From an optimization exercise on the open Yosys and OpenROAD flow, aimed at small area, a short achievable clock period and few clock cycles per item; shortcuts taken in it are not production practice.
Function was checked by simulation only, so behaviour that the tests miss may differ from the original.

==> juniper <==
==> flow/design.v (excerpt) <==
module multi_dataflow_core (
  input  logic        ap_clk,
  input  logic        ap_rst,
  input  logic [31:0] in0_data,
  output logic        in0_full_n,
  input  logic        in0_write,
  input  logic [31:0] in1_data,
  output logic        in1_full_n,
  input  logic        in1_write,
  output logic [31:0] out0_data,
  input  logic        out0_full_n,
  output logic        out0_write,
  output logic [31:0] out1_data,
  input  logic        out1_full_n,
  output logic        out1_write,
  input  logic [7:0]  ID
);
Settings: LEC_CHECK=0, ABC_AREA=1, CAP_MARGIN=20, CORE_MARGIN=2, CORE_UTILIZATION=55, CTS_CLUSTER_DIAMETER=100, CTS_CLUSTER_SIZE=24, SETUP_SLACK_MARGIN=5, SLEW_MARGIN=20, SYNTH_HIERARCHICAL=1; clock period 8.5 ns.
standard.sh (not shown) runs the stock make flow with config.mk's settings and CLKGATE_MAP_FILE= SYNTH_SCRIPT=/design/flow/synth_recipe.tcl, a recipe that flattens the netlist after the stock synthesis.
==> flow/flow/run.sh <==
#!/bin/bash
# The standard layout, with plain buffers (buf_4) rather than the default delay-cell
# buffers on the ports. Make's full output goes to standard_flow.log in the work folder.
set -euo pipefail
bash standard.sh "BUFFER_PORTS_ARGS=-buffer_cell sky130_fd_sc_hd__buf_4" finish > standard_flow.log 2>&1
==> inputs of raven, as changes to juniper <==
Settings changed: CORE_UTILIZATION 55 to 40, CTS_CLUSTER_DIAMETER 100 to default, CTS_CLUSTER_SIZE 24 to default.
==> inputs of amber, as changes to juniper <==
Settings changed: CORE_UTILIZATION 55 to 40.
==> inputs of ember, as changes to juniper <==
==> flow/flow/run.sh (replaced) <==
#!/bin/bash
# The standard layout, with plain buffers (buf_4) rather than the default delay-cell
# buffers on the ports, and timing repair aimed at 5.3 ns of setup slack. Make's full output
# goes to standard_flow.log in the work folder.
set -euo pipefail
bash standard.sh "BUFFER_PORTS_ARGS=-buffer_cell sky130_fd_sc_hd__buf_4" SETUP_SLACK_MARGIN=5.3 finish > standard_flow.log 2>&1
Settings changed: CORE_UTILIZATION 55 to 40, SETUP_SLACK_MARGIN 5 to default.
==> impl_metrics.py <==
metrics = {
    "status": {
        "run_status": "no timing/DRC/antenna violations",
    },
    "route": {
        "dr.first_iter.drc_count": 1676,
    },
    "die": {
        "initial_core_util_pct": 40.4,
    },
    "critical_path": {
        "worst_ep_arrival_time_ps": 3750,
        "worst_r2r_endpoint": "s1_q[112]",
    },
}
(the above is from raven)
==> impl_metrics.py <==
metrics = {
    "yosys": {
        "synth_common_cells": "nand2_1 (711), inv_1 (275), xor2_1 (255)",
    },
    "critical_path": {
        "worst_r2r_endpoint": "s1_q[116]",
        "worst_ep_arrival_time_ps": 3820,
    },
    "status": {
        "run_status": "no timing/DRC/antenna violations",
    },
    "route": {
        "dr.first_iter.drc_count": 1836,
    },
    "die": {
        "initial_core_util_pct": 40.4,
    },
}
(the above is from ember)
==> impl_metrics.py <==
metrics = {
    "die": {
        "initial_core_util_pct": 40.4,
    },
    "yosys": {
        "synth_xor_area_share_pct": 9.34,
    },
    "sta": {
        "holdWs_ps": 416,
    },
    "clock_tree": {
        "cts.repair.resized": 27,
    },
    "layout": {
        "signal_buffers": 238,
    },
    "critical_path": {
        "worst_ep_arrival_time_ps": 3800,
        "worst_r2r_endpoint": "s1_q[116]",
    },
    "status": {
        "run_status": "no timing/DRC/antenna violations",
    },
}
(the above is from amber)
==> impl_metrics.py <==
metrics = {
    "route": {
        "dr.first_iter.drc_count": 1947,
    },
    "critical_path": {
        "worst_r2r_endpoint": "s1_q[108]",
        "worst_ep_arrival_time_ps": 3840,
    },
    "layout": {
        "multi_input_area_um2": 14800,
    },
    "status": {
        "run_status": "no timing/DRC/antenna violations",
    },
    "die": {
        "initial_core_util_pct": 55.9,
    },
}
(the above is from juniper)
Testbench counts of juniper, summed over its fixed seeds: cycles 8,288, items 8,192.
Testbench counts of raven, summed over its fixed seeds: cycles 8,288, items 8,192.
Testbench counts of amber, summed over its fixed seeds: cycles 8,288, items 8,192.
Testbench counts of ember, summed over its fixed seeds: cycles 8,288, items 8,192.

========
==> build 1 <==
Another version of the RTL of multi_dataflow_core (not shown whole).
## multi_dataflow_core
module multi_dataflow_core (
  input  logic        ap_clk,
  input  logic        ap_rst,
  input  logic [31:0] in0_data,
  output logic        in0_full_n,
  input  logic        in0_write,
  input  logic [31:0] in1_data,
  output logic        in1_full_n,
  input  logic        in1_write,
  output logic [31:0] out0_data,
  input  logic        out0_full_n,
  output logic        out0_write,
  output logic [31:0] out1_data,
  input  logic        out1_full_n,
  output logic        out1_write,
  input  logic [7:0]  ID
);
  localparam int NS1 = 120;
  logic        hv_a, sv_a, hv_b, sv_b;
  logic        s1v, o0v, o1v;
  logic        id1_q, idok_q;
  logic        push_a, push_b, fire, adv0, s1_rdy, o1_rdy;
  logic [31:0] ha, hb, sa, sb;
  logic        fn_a, fn_b;    
  assign in0_full_n = fn_a;
  assign in1_full_n = fn_b;
  assign push_a = in0_write & ~sv_a;
  assign push_b = in1_write & ~sv_b;
  assign adv0   = ~o0v | out0_full_n;
  assign s1_rdy = ~s1v | adv0;
  assign o1_rdy = ~o1v | out1_full_n;
  assign fire   = hv_a & hv_b & idok_q & s1_rdy & o1_rdy;
  always_ff @(posedge ap_clk or negedge ap_rst) begin
    if (!ap_rst) begin
      hv_a   <= 1'b0;
      sv_a   <= 1'b0;
      hv_b   <= 1'b0;
      sv_b   <= 1'b0;
      s1v    <= 1'b0;
      o0v    <= 1'b0;
      o1v    <= 1'b0;
      idok_q <= 1'b0;
      fn_a   <= 1'b1;
      fn_b   <= 1'b1;
    end else begin
      hv_a   <= (hv_a & ~fire) | sv_a | push_a;
      sv_a   <= hv_a & ~fire & (sv_a | push_a);
      hv_b   <= (hv_b & ~fire) | sv_b | push_b;
      sv_b   <= hv_b & ~fire & (sv_b | push_b);
      fn_a   <= ~(hv_a & ~fire & (sv_a | push_a));
  ...
clock: 8.5 ns
lec_check: 0
abc_area: 1
cap_margin: 20
core_margin: 2
core_utilization: 40
cts_cluster_diameter: 100
cts_cluster_size: 24
slew_margin: 20
synth_hierarchical: 1
==> flow/flow/run.sh <==
#!/bin/bash
# The standard layout, with plain buffers (buf_4) rather than the default delay-cell
# buffers on the ports, and timing repair aimed at 5.4 ns of setup slack. Make's full output
# goes to standard_flow.log in the work folder.
set -euo pipefail
bash standard.sh "BUFFER_PORTS_ARGS=-buffer_cell sky130_fd_sc_hd__buf_4" SETUP_SLACK_MARGIN=5.4 finish > standard_flow.log 2>&1
==> build 9: changes against build 1 <==
==> flow/flow/run.sh (replaced) <==
#!/bin/bash
# The standard layout, with plain buffers (buf_4) rather than the default delay-cell
# buffers on the ports. Make's full output goes to standard_flow.log in the work folder.
set -euo pipefail
bash standard.sh "BUFFER_PORTS_ARGS=-buffer_cell sky130_fd_sc_hd__buf_4" finish > standard_flow.log 2>&1
Settings changed: SETUP_SLACK_MARGIN from default to 5.
==> build 6: changes against build 1 <==
==> flow/flow/run.sh (replaced) <==
#!/bin/bash
# The standard layout, with plain buffers (buf_4) rather than the default delay-cell
# buffers on the ports, and timing repair aimed at 5.2 ns of setup slack. Make's full output
# goes to standard_flow.log in the work folder.
set -euo pipefail
bash standard.sh "BUFFER_PORTS_ARGS=-buffer_cell sky130_fd_sc_hd__buf_4" SETUP_SLACK_MARGIN=5.2 finish > standard_flow.log 2>&1
==> notes <==
Build 1 finished with timing, DRC and antenna clean. Build 9 ran to the end with no violations. Build 6 ran to the end with no violations.
Sequential share of layout area: build 9 is higher than build 1 (1.1 points).
The lowest final cell count belongs to build 9, the highest to build 1.
Against build 1, the hold slack of build 6 is worse by 0.010 ns.
Register-to-register slack: build 1 > build 6 > build 9.
The lowest non-clock buffer count belongs to build 9, the highest to build 1.
The highest clock skew belongs to build 6, the lowest to build 1.
The lowest global-route usage belongs to build 9, the highest to build 6.
In sequential cell count, build 9 and build 6 do not differ.
Testbench counts of build 1, summed over its fixed seeds: cycles 8,288, items 8,192.
Testbench counts of build 9, summed over its fixed seeds: cycles 8,288, items 8,192.
Testbench counts of build 6, summed over its fixed seeds: cycles 8,288, items 8,192.

## what the ideal ports hide
No port has a modelled driver above. Below, the same layouts with a new extraction and two added sets of constraints. Step 1 (the two cells are an assumption about what drives the block):
set clk [get_ports {ap_clk}]
set_driving_cell -lib_cell sky130_fd_sc_hd__clkbuf_16 $clk
set_driving_cell -lib_cell sky130_fd_sc_hd__buf_2 [delete_from_list [all_inputs] $clk]
Step 2 also shifts input and output timing later by t, the mid clock arrival at the registers, as if the neighbouring blocks saw the same clock. Three values: ideal ports, drivers, drivers and shift; two values: the first two.
run | t, ns | setup slack, ns | worst setup path after step 2 | worst register clock-pin slew, ns | worst slew at a driven data input, ns
juniper | 0.615 | 4.955 / 4.955 / 4.648 | input to register | 0.11 / 0.11 | 0.06
raven | 0.633 | 5.045 / 5.045 / 4.599 | input to register | 0.06 / 0.06 | 0.05
amber | 0.617 | 5.007 / 5.007 / 4.609 | input to register | 0.10 / 0.10 | 0.05
ember | 0.641 | 5.014 / 5.014 / 4.898 | input to register | 0.11 / 0.11 | 0.05
build 1 | 0.624 | 5.151 / 5.151 / 4.963 | input to register | 0.11 / 0.11 | 0.04
build 9 | 0.633 | 5.044 / 5.044 / 4.633 | input to register | 0.10 / 0.10 | 0.05
build 6 | 0.631 | 5.122 / 5.122 / 4.781 | input to register | 0.11 / 0.11 | 0.05
After both steps every run listed still meets setup and hold. For raven, which loses most, drivers alone change the setup slack by 0.000 ns; drivers and shift together by -0.446 ns.
